Background: an optimization exercise with open tools, aiming at small area and few clock cycles per item. Do not read the settings as production practice. In this exercise RTL edits were held to simulation tests only and were not proved equivalent to the original. No activity file was given, so power comes from the tool's default toggle rates.

==> flow/design.v <==
`default_nettype none
package deq_pkg;
   localparam int WORD_W   = 64;
   localparam int FUNC_W   = 3;
   localparam int STATUS_W = 2;
   typedef enum logic [FUNC_W-1:0] {
      FUNC_PUSH_BACK  = 3'd0,
      FUNC_PUSH_FRONT = 3'd1,
      FUNC_POP_FRONT  = 3'd2,
      FUNC_POP_BACK   = 3'd3,
      FUNC_REVERSE    = 3'd4,
      FUNC_QUERY      = 3'd5
   } func_type;
   typedef enum logic [STATUS_W-1:0] {
      STATUS_OK    = 2'd0,
      STATUS_EMPTY = 2'd1,
      STATUS_FULL  = 2'd2
   } status_type;
endpackage : deq_pkg
`default_nettype wire
`default_nettype none
import deq_pkg::*;
module double_ended_queue
#(
   parameter int DEPTH = 16
) (
   input  wire                          clock,
   input  wire                          reset,
   input  wire                          start,
   output logic                         busy,
   input  wire  [FUNC_W-1:0]            req_func,
   input  wire  [WORD_W-1:0]            req_value,
   output logic                         rsp_valid,
   output logic [STATUS_W-1:0]          rsp_status,
   output logic [WORD_W-1:0]            rsp_front_value,
   output logic [WORD_W-1:0]            rsp_back_value,
   output logic [$clog2(DEPTH+1)-1:0]   rsp_count,
   output logic                         rsp_is_empty
);
   localparam int IDX_W = $clog2(DEPTH);
   localparam int CNT_W = $clog2(DEPTH + 1);
   localparam int SUM_W = IDX_W + 2;
   function automatic logic [IDX_W-1:0] ring_next(input logic [IDX_W-1:0] i);
      ring_next = (i == IDX_W'(DEPTH - 1)) ? '0 : IDX_W'(i + 1'b1);
   endfunction
   function automatic logic [IDX_W-1:0] ring_prev(input logic [IDX_W-1:0] i);
      ring_prev = (i == '0) ? IDX_W'(DEPTH - 1) : IDX_W'(i - 1'b1);
   endfunction
   function automatic logic [IDX_W-1:0] ring_wrap(input logic [SUM_W-1:0] x);
      logic [SUM_W-1:0] r;
      r = (x >= SUM_W'(DEPTH)) ? SUM_W'(x - SUM_W'(DEPTH)) : x;
      ring_wrap = r[IDX_W-1:0];
   endfunction
   logic                 req_valid_ff;
   deq_pkg::func_type    func_ff;
   logic [WORD_W-1:0]    value_ff;
   logic [IDX_W-1:0]     head_ff,     head_in;
   logic [CNT_W-1:0]     count_ff,    count_in;
   logic                 rev_ff,      rev_in;
   logic [WORD_W-1:0]    first_ff,    first_in;
   logic [WORD_W-1:0]    last_ff,     last_in;
   logic                 first_rd_ff, first_rd_in;
   logic                 last_rd_ff,  last_rd_in;
   logic [WORD_W-1:0]    ring_mem [DEPTH];
   logic [WORD_W-1:0]    rd_data_ff;
   logic                 wr_en;
   logic [IDX_W-1:0]     wr_addr;
   logic                 rd_en;
   logic [IDX_W-1:0]     rd_addr;
   logic                 rsp_valid_ff;
   deq_pkg::status_type  status_ff, status_in;
   logic                 is_empty;
   logic                 is_full;
   logic [WORD_W-1:0]    first_cur;
   logic [WORD_W-1:0]    last_cur;
   logic [SUM_W-1:0]     end_sum;
   logic [IDX_W-1:0]     tail_idx;
   assign busy = 1'b0;
   always_ff @(posedge clock) begin
      if (reset) begin
         req_valid_ff <= 1'b0;
      end else begin
         req_valid_ff <= start & ~busy;
      end
      func_ff  <= deq_pkg::func_type'(req_func);
      value_ff <= req_value;
   end
   assign first_cur = first_rd_ff ? rd_data_ff : first_ff;
   assign last_cur  = last_rd_ff  ? rd_data_ff : last_ff;
   assign is_empty  = (count_ff == '0);
   assign is_full   = (count_ff == CNT_W'(DEPTH));
   assign end_sum   = SUM_W'(head_ff) + SUM_W'(count_ff);
   assign tail_idx  = ring_wrap(SUM_W'(end_sum - SUM_W'(1)));
   always_comb begin
      head_in     = head_ff;
      count_in    = count_ff;
      rev_in      = rev_ff;
      first_in    = first_cur;
      last_in     = last_cur;
      first_rd_in = 1'b0;
      last_rd_in  = 1'b0;
      status_in   = STATUS_OK;
      wr_en       = 1'b0;
      wr_addr     = ring_wrap(end_sum);
      rd_en       = 1'b0;
      rd_addr     = ring_next(head_ff);
      case (func_ff)
         FUNC_PUSH_BACK, FUNC_PUSH_FRONT: begin
            if (is_full) begin
               status_in = STATUS_FULL;
            end else begin
               wr_en    = 1'b1;
               count_in = CNT_W'(count_ff + 1'b1);
               if ((func_ff == FUNC_PUSH_FRONT) ^ rev_ff) begin
                  head_in  = ring_prev(head_ff);
                  wr_addr  = ring_prev(head_ff);
                  first_in = value_ff;
                  if (is_empty) last_in = value_ff;
               end else begin
                  last_in = value_ff;
                  if (is_empty) first_in = value_ff;
               end
            end
         end
         FUNC_POP_FRONT, FUNC_POP_BACK: begin
            if (is_empty) begin
               status_in = STATUS_EMPTY;
            end else begin
               rd_en    = 1'b1;
               count_in = CNT_W'(count_ff - 1'b1);
               if ((func_ff == FUNC_POP_FRONT) ^ rev_ff) begin
                  head_in     = ring_next(head_ff);
                  first_rd_in = 1'b1;
               end else begin
                  rd_addr    = ring_prev(tail_idx);
                  last_rd_in = 1'b1;
               end
            end
         end
         FUNC_REVERSE: begin
            if (is_empty) status_in = STATUS_EMPTY;
            else          rev_in    = ~rev_ff;
         end
         default: begin
         end
      endcase
   end
   always_ff @(posedge clock) begin
      if (reset) begin
         head_ff      <= '0;
         count_ff     <= '0;
         rev_ff       <= 1'b0;
         first_rd_ff  <= 1'b0;
         last_rd_ff   <= 1'b0;
         rsp_valid_ff <= 1'b0;
      end else begin
         rsp_valid_ff <= req_valid_ff;
         if (req_valid_ff) begin
            head_ff     <= head_in;
            count_ff    <= count_in;
            rev_ff      <= rev_in;
            first_rd_ff <= first_rd_in;
            last_rd_ff  <= last_rd_in;
         end
      end
      if (req_valid_ff) begin
         first_ff  <= first_in;
         last_ff   <= last_in;
         status_ff <= status_in;
      end
   end
   always_ff @(posedge clock) begin
      if (req_valid_ff && wr_en) ring_mem[wr_addr] <= value_ff;
      if (req_valid_ff && rd_en) rd_data_ff <= ring_mem[rd_addr];
   end
   assign rsp_valid       = rsp_valid_ff;
   assign rsp_status      = status_ff;
   assign rsp_front_value = is_empty ? '0 : (rev_ff ? last_cur : first_cur);
   assign rsp_back_value  = is_empty ? '0 : (rev_ff ? first_cur : last_cur);
   assign rsp_count       = count_ff;
   assign rsp_is_empty    = is_empty;
endmodule
`default_nettype wire
==> flow/run.sh <==
#!/bin/bash
# synth_recipe.tcl (not shown) runs the flow's synth.tcl, then flattens the netlist and writes it again
# the make line also repeats each setting of config.mk as NAME=value (left out here)
make -C /OpenROAD-flow-scripts/flow DESIGN_CONFIG=/design/flow/config.mk WORK_HOME=/design/flow/orfs CLKGATE_MAP_FILE= SYNTH_SCRIPT=/design/flow/synth_recipe.tcl finish
==> flow/config.mk <==
export PLATFORM = sky130hd
export DESIGN_NAME = double_ended_queue
export DESIGN_NICKNAME = double_ended_queue
export VERILOG_FILES = /design/flow/design.v
export SDC_FILE = /design/flow/constraint.sdc
export NUM_CORES = 4
export LEC_CHECK = 0
export CAP_MARGIN = 20
export CORE_MARGIN = 2
export CORE_UTILIZATION = 45
export SLEW_MARGIN = 20
==> flow/constraint.sdc <==
create_clock -name core_clock -period 5.0 [get_ports {clock}]
set_input_delay 1.0000 -clock core_clock [delete_from_list [all_inputs] [get_ports {clock}]]
set_output_delay 1.0000 -clock core_clock [all_outputs]
set_load 0.01 [all_outputs]
==> flow_metrics.env <==
export IMPL_pwr_density_cell_nw_per_um2=395.5
export IMPL_final_nets=4113
export IMPL_path_buf_inv=3
export IMPL_hold_viol=0
export IMPL_synth_nets=3966
export IMPL_crit_family="buffers and inverters"
export IMPL_antenna_found_initial=10
export IMPL_synth_async_reset_ratio_pct=0
export IMPL_setup_viol=0
export IMPL_initial_core_util_pct=45.30
export IMPL_netlist_top_cells_area="edfxtp_1, a21oi_1, a221oi_1"
export IMPL_final_cell_mix="edfxtp_1, a21oi_1, nand2_1"
export IMPL_worstMarginPinSlew_ps=1151
export IMPL_r2r_slack_ps=910
export IMPL_dr_pass1_iters=6
export IMPL_grt_pass1_wl_microns=213000
export IMPL_r2r_cells=13
export IMPL_max_cap_viol_count=0
export IMPL_start_kind="flop"
export IMPL_stdcell_count=5667
export IMPL_yosysWarnings=1
export IMPL_drive_above_1_share_pct=8.064
export IMPL_r2r_end="rd_data_ff[33]"
export IMPL_vias=33752
export IMPL_clk_latency_ps=750
export IMPL_drc=0
export IMPL_hold_path_class="flop to flop"
export IMPL_vdd_ir_drop_max_mv=0.3108
export IMPL_wl_per_cell_microns=25.40
export IMPL_yosysUniqueCellTypes=54
export IMPL_postSynthAreaPerCell_sq_um=13.52
export IMPL_nFillCells=9608
export IMPL_status="finished clean"
export IMPL_ctsResizeCount=0
export IMPL_min_delay_start="count_ff[3]"
export IMPL_netlist_area_leader_share_pct=69.67
export IMPL_row_count=125
export IMPL_p_leak_uw=0.02072
export IMPL_dieArea_sq_um=119400
export IMPL_worstSetupPathType="flop to output pin"
export IMPL_cp_max_fo=32
export IMPL_core_area_sq_um=115900
export IMPL_hpwl_microns=75150
export IMPL_drt_total_wl_microns=143900
export IMPL_grt_pass1_vias=31780
export IMPL_holdBufCountCts=0
export IMPL_syn_inst=3882
export IMPL_ys_flop_type="edfxtp_1"
export IMPL_cp_arrival_ps=3560
export IMPL_intPower_uw=18500
export IMPL_dr_first_iter_drc_count=3667
export IMPL_critPathSlowestCell="a211oi_1"
export IMPL_post_cts_buffers=0
export IMPL_crit_chain="nor4_1 > buf_4 > nand2b_1 > inv_4 > a211oi_1 > clkdlybuf4s50_1"
export IMPL_final_setup_tns_ps=0
export IMPL_ys_seq_area_share_pct=72.76
export IMPL_p_clk_share_pct=41.0
export IMPL_r2r_start="count_ff[0]"
export IMPL_grt_max_degree=129
export IMPL_p_seq_share_pct=50.5
export IMPL_tritoncts="yes"
export IMPL_max_clock_path_buffers=3
export IMPL_worstSetupEndpointType="output pin"
export IMPL_clock_sinks=1299
export IMPL_p_sw_share_pct=23.68
export IMPL_pwr_share_comb_pct=8.5
export IMPL_drv_slew=0
export IMPL_skew_ps=35.79
export IMPL_maxSlewHeadroom_pct=23.04
export IMPL_cpPeakStageDelay_ps=910
export IMPL_place_congestion=0.7653
export IMPL_numPortBuffers=206
export IMPL_overflow=0
export IMPL_io_pins=208
export IMPL_cts_root_buf="clkbuf_16"
export IMPL_cp_data_required_time_ps=4000
export IMPL_holdPathStages=2
export IMPL_synth_edff_count=1218
export IMPL_die_h_microns=345.6
export IMPL_power_switching_uw=5740
export IMPL_fmax_ghz=0.2192
export IMPL_synth_seq_cells=1299
export IMPL_min_period_ps=4562
export IMPL_path_clk_slew_ps=50
export IMPL_fin_crit_sh_pct=91.23
export IMPL_die_w_microns=345.6
export IMPL_vias_per_cell=5.956
export IMPL_area_delta_synth_final_pct=16.74
export IMPL_postRouteAntennaNets=0
export IMPL_grtUsageTotal_pct=23.72
export IMPL_min_to="count_ff[3]"
export IMPL_final_common_cell="edfxtp_1"
export IMPL_synth_top_cell_by_area="edfxtp_1"
export IMPL_numCtsBuffers=140
export IMPL_grt_setup_unrepaired="false"
export IMPL_timing_hold_ws_ps=565.8
export IMPL_syn_cell_area_sq_um=52500
export IMPL_htreeDepth=4
export IMPL_dp_cells=5410
export IMPL_postLayoutCoreUtil_pct=52.88
[worst max-delay path by stage]
stage | startpoint | end | depth (start not counted)
detailed placement | count_ff[0] | rd_data_ff[40] | 13
floorplan | req_valid_ff | ring_mem[14][0] | 3
CTS | count_ff[1] | rsp_front_value[36] | 6
global route | count_ff[1] | rsp_front_value[35] | 6
global placement | count_ff[0] | rd_data_ff[36] | 13
finish | count_ff[1] | rsp_front_value[36] | 6
[cells by family (layout without fill, tap and decap cells)]
kind of cell	Yosys count	count (layout)	synth area share [%]
AO/OA/AOI/OAI	1144	1144	13.58
multiplexers	134	134	2.565
other	1	2	0.007143
buffers and inverters	312	572	2.615
adder cells (fa/ha/maj)	14	14	0.3623
flip-flops	1299	1299	72.76
AND/OR/NAND/NOR	962	962	7.784
XOR/XNOR	16	16	0.3289
[worst register-to-register path, stage by stage (launching register included)]
cell	delay, ps
dfxtp_1	400
ha_1	260
fa_1	550
inv_1	100
ha_1	330
or3b_2	470
a21oi_1	210
a211oi_1	120
o32ai_4	370
buf_12	260
buf_12	340
a221oi_1	130
nor3_1	190
a21oi_1	70
[sequential cells by signal (all words and copies together) (netlist names), 2 cells and up]
name and cells:
rd_data_ff 64, first_ff 64, head_ff 4, value_ff 64
func_ff 3, status_ff 2, last_ff 64, ring_mem 1024
count_ff 5
[per-stage QoR]
| step | area [sq um] | setup slack, ps | total power (uW) |
|---|---|---|---|
| after floorplan | 52640 | -355.6 | 13690 |
| after global placement | 56850 | 1020 | 14500 |
| after detailed placement | 56850 | 930.9 | 14530 |
| after CTS | 61270 | 520.9 | 24400 |
| after global routing | 61280 | 365.9 | 25010 |
| final | 61280 | 438.4 | 24240 |
[area by class of cell]
cell class	count	area [sq um]	share of cell area (%)
clock buffer	184	3814	6.223
tap	1524	1907	3.111
multi-input combinational	2271	13210	21.55
clock inverter	71	600.6	0.9800
timing repair buffer	307	3503	5.717
antenna	1	2.502	0.004083
inverter	10	40.04	0.06533
sequential	1299	38210	62.35
[power groups by stage]
stage          combinational (uW)  clock [uW]  sequential (uW)
2_1_floorplan                1290           0            12400
3_3_place_gp                 2040           0            12500
3_5_place_dp                 2060           0            12500
4_1_cts                      2070       10100            12200
5_1_grt                      2270       10500            12300
6_report                     2070        9930            12200
[synthesized netlist by cell type (2+ instances only)]
cell and instances:
a221oi_1 256, xor2_1 7, and3_1 3, mux2i_1 132, fa_1 2, edfxtp_1 1218, o21ai_1 2, dfxtp_1 81
a21oi_1 718, clkbuf_1 148, xnor2_1 7, o21ai_0 10, ha_1 12, buf_1 9, buf_2 137, or2_2 2
nand2_1 523, buf_4 8, nand2b_1 2, nor3_1 81, nor2b_1 130, nor2_1 213, a31oi_1 2, a211oi_1 133
o21a_1 3, nor4_1 2, a21o_1 6, inv_1 9
[routing by layer]
| layer | global-route usage (%) | vias up | part of all wire [%] | wire [microns] |
|---|---|---|---|---|
| li1 | - | 15167 | - | - |
| met1 | 36.10 | 16994 | 45 | 65440 |
| met2 | 35.82 | 1403 | 45 | 64620 |
| met3 | 3.523 | 184 | 7.9 | 11340 |
| met4 | 5.872 | 4 | 1.8 | 2522 |
| met5 | 0 | - | 0.016 | 23 |
Testbench counts, summed over its fixed seeds: cycles 24,008, items 24,000.

[port drivers added, routing unchanged]
No port has a modelled driver above. Below, the same layout with a new extraction and two added sets of constraints.
Step 1: set_driving_cell puts a clkbuf_16 on clock and a buf_2 on each other input, an assumption about the parent block.
Step 2, shift: input delay + t, output delay - t, t = (earliest + latest rising clock arrival at the registers) / 2. This alone moves slack from input paths to output paths.
Slacks: ideal ports / drivers / drivers and shift; pairs: ideal ports / drivers.
t (ns): 0.806
setup WS [ns]: 0.438 / 0.368 / 0.907
hold WS [ns]: 0.566 / 0.566 / 0.566
After both steps this run still meets setup and hold. The setup slack of this run moves by -0.070 ns with the drivers and by +0.469 ns with both steps.
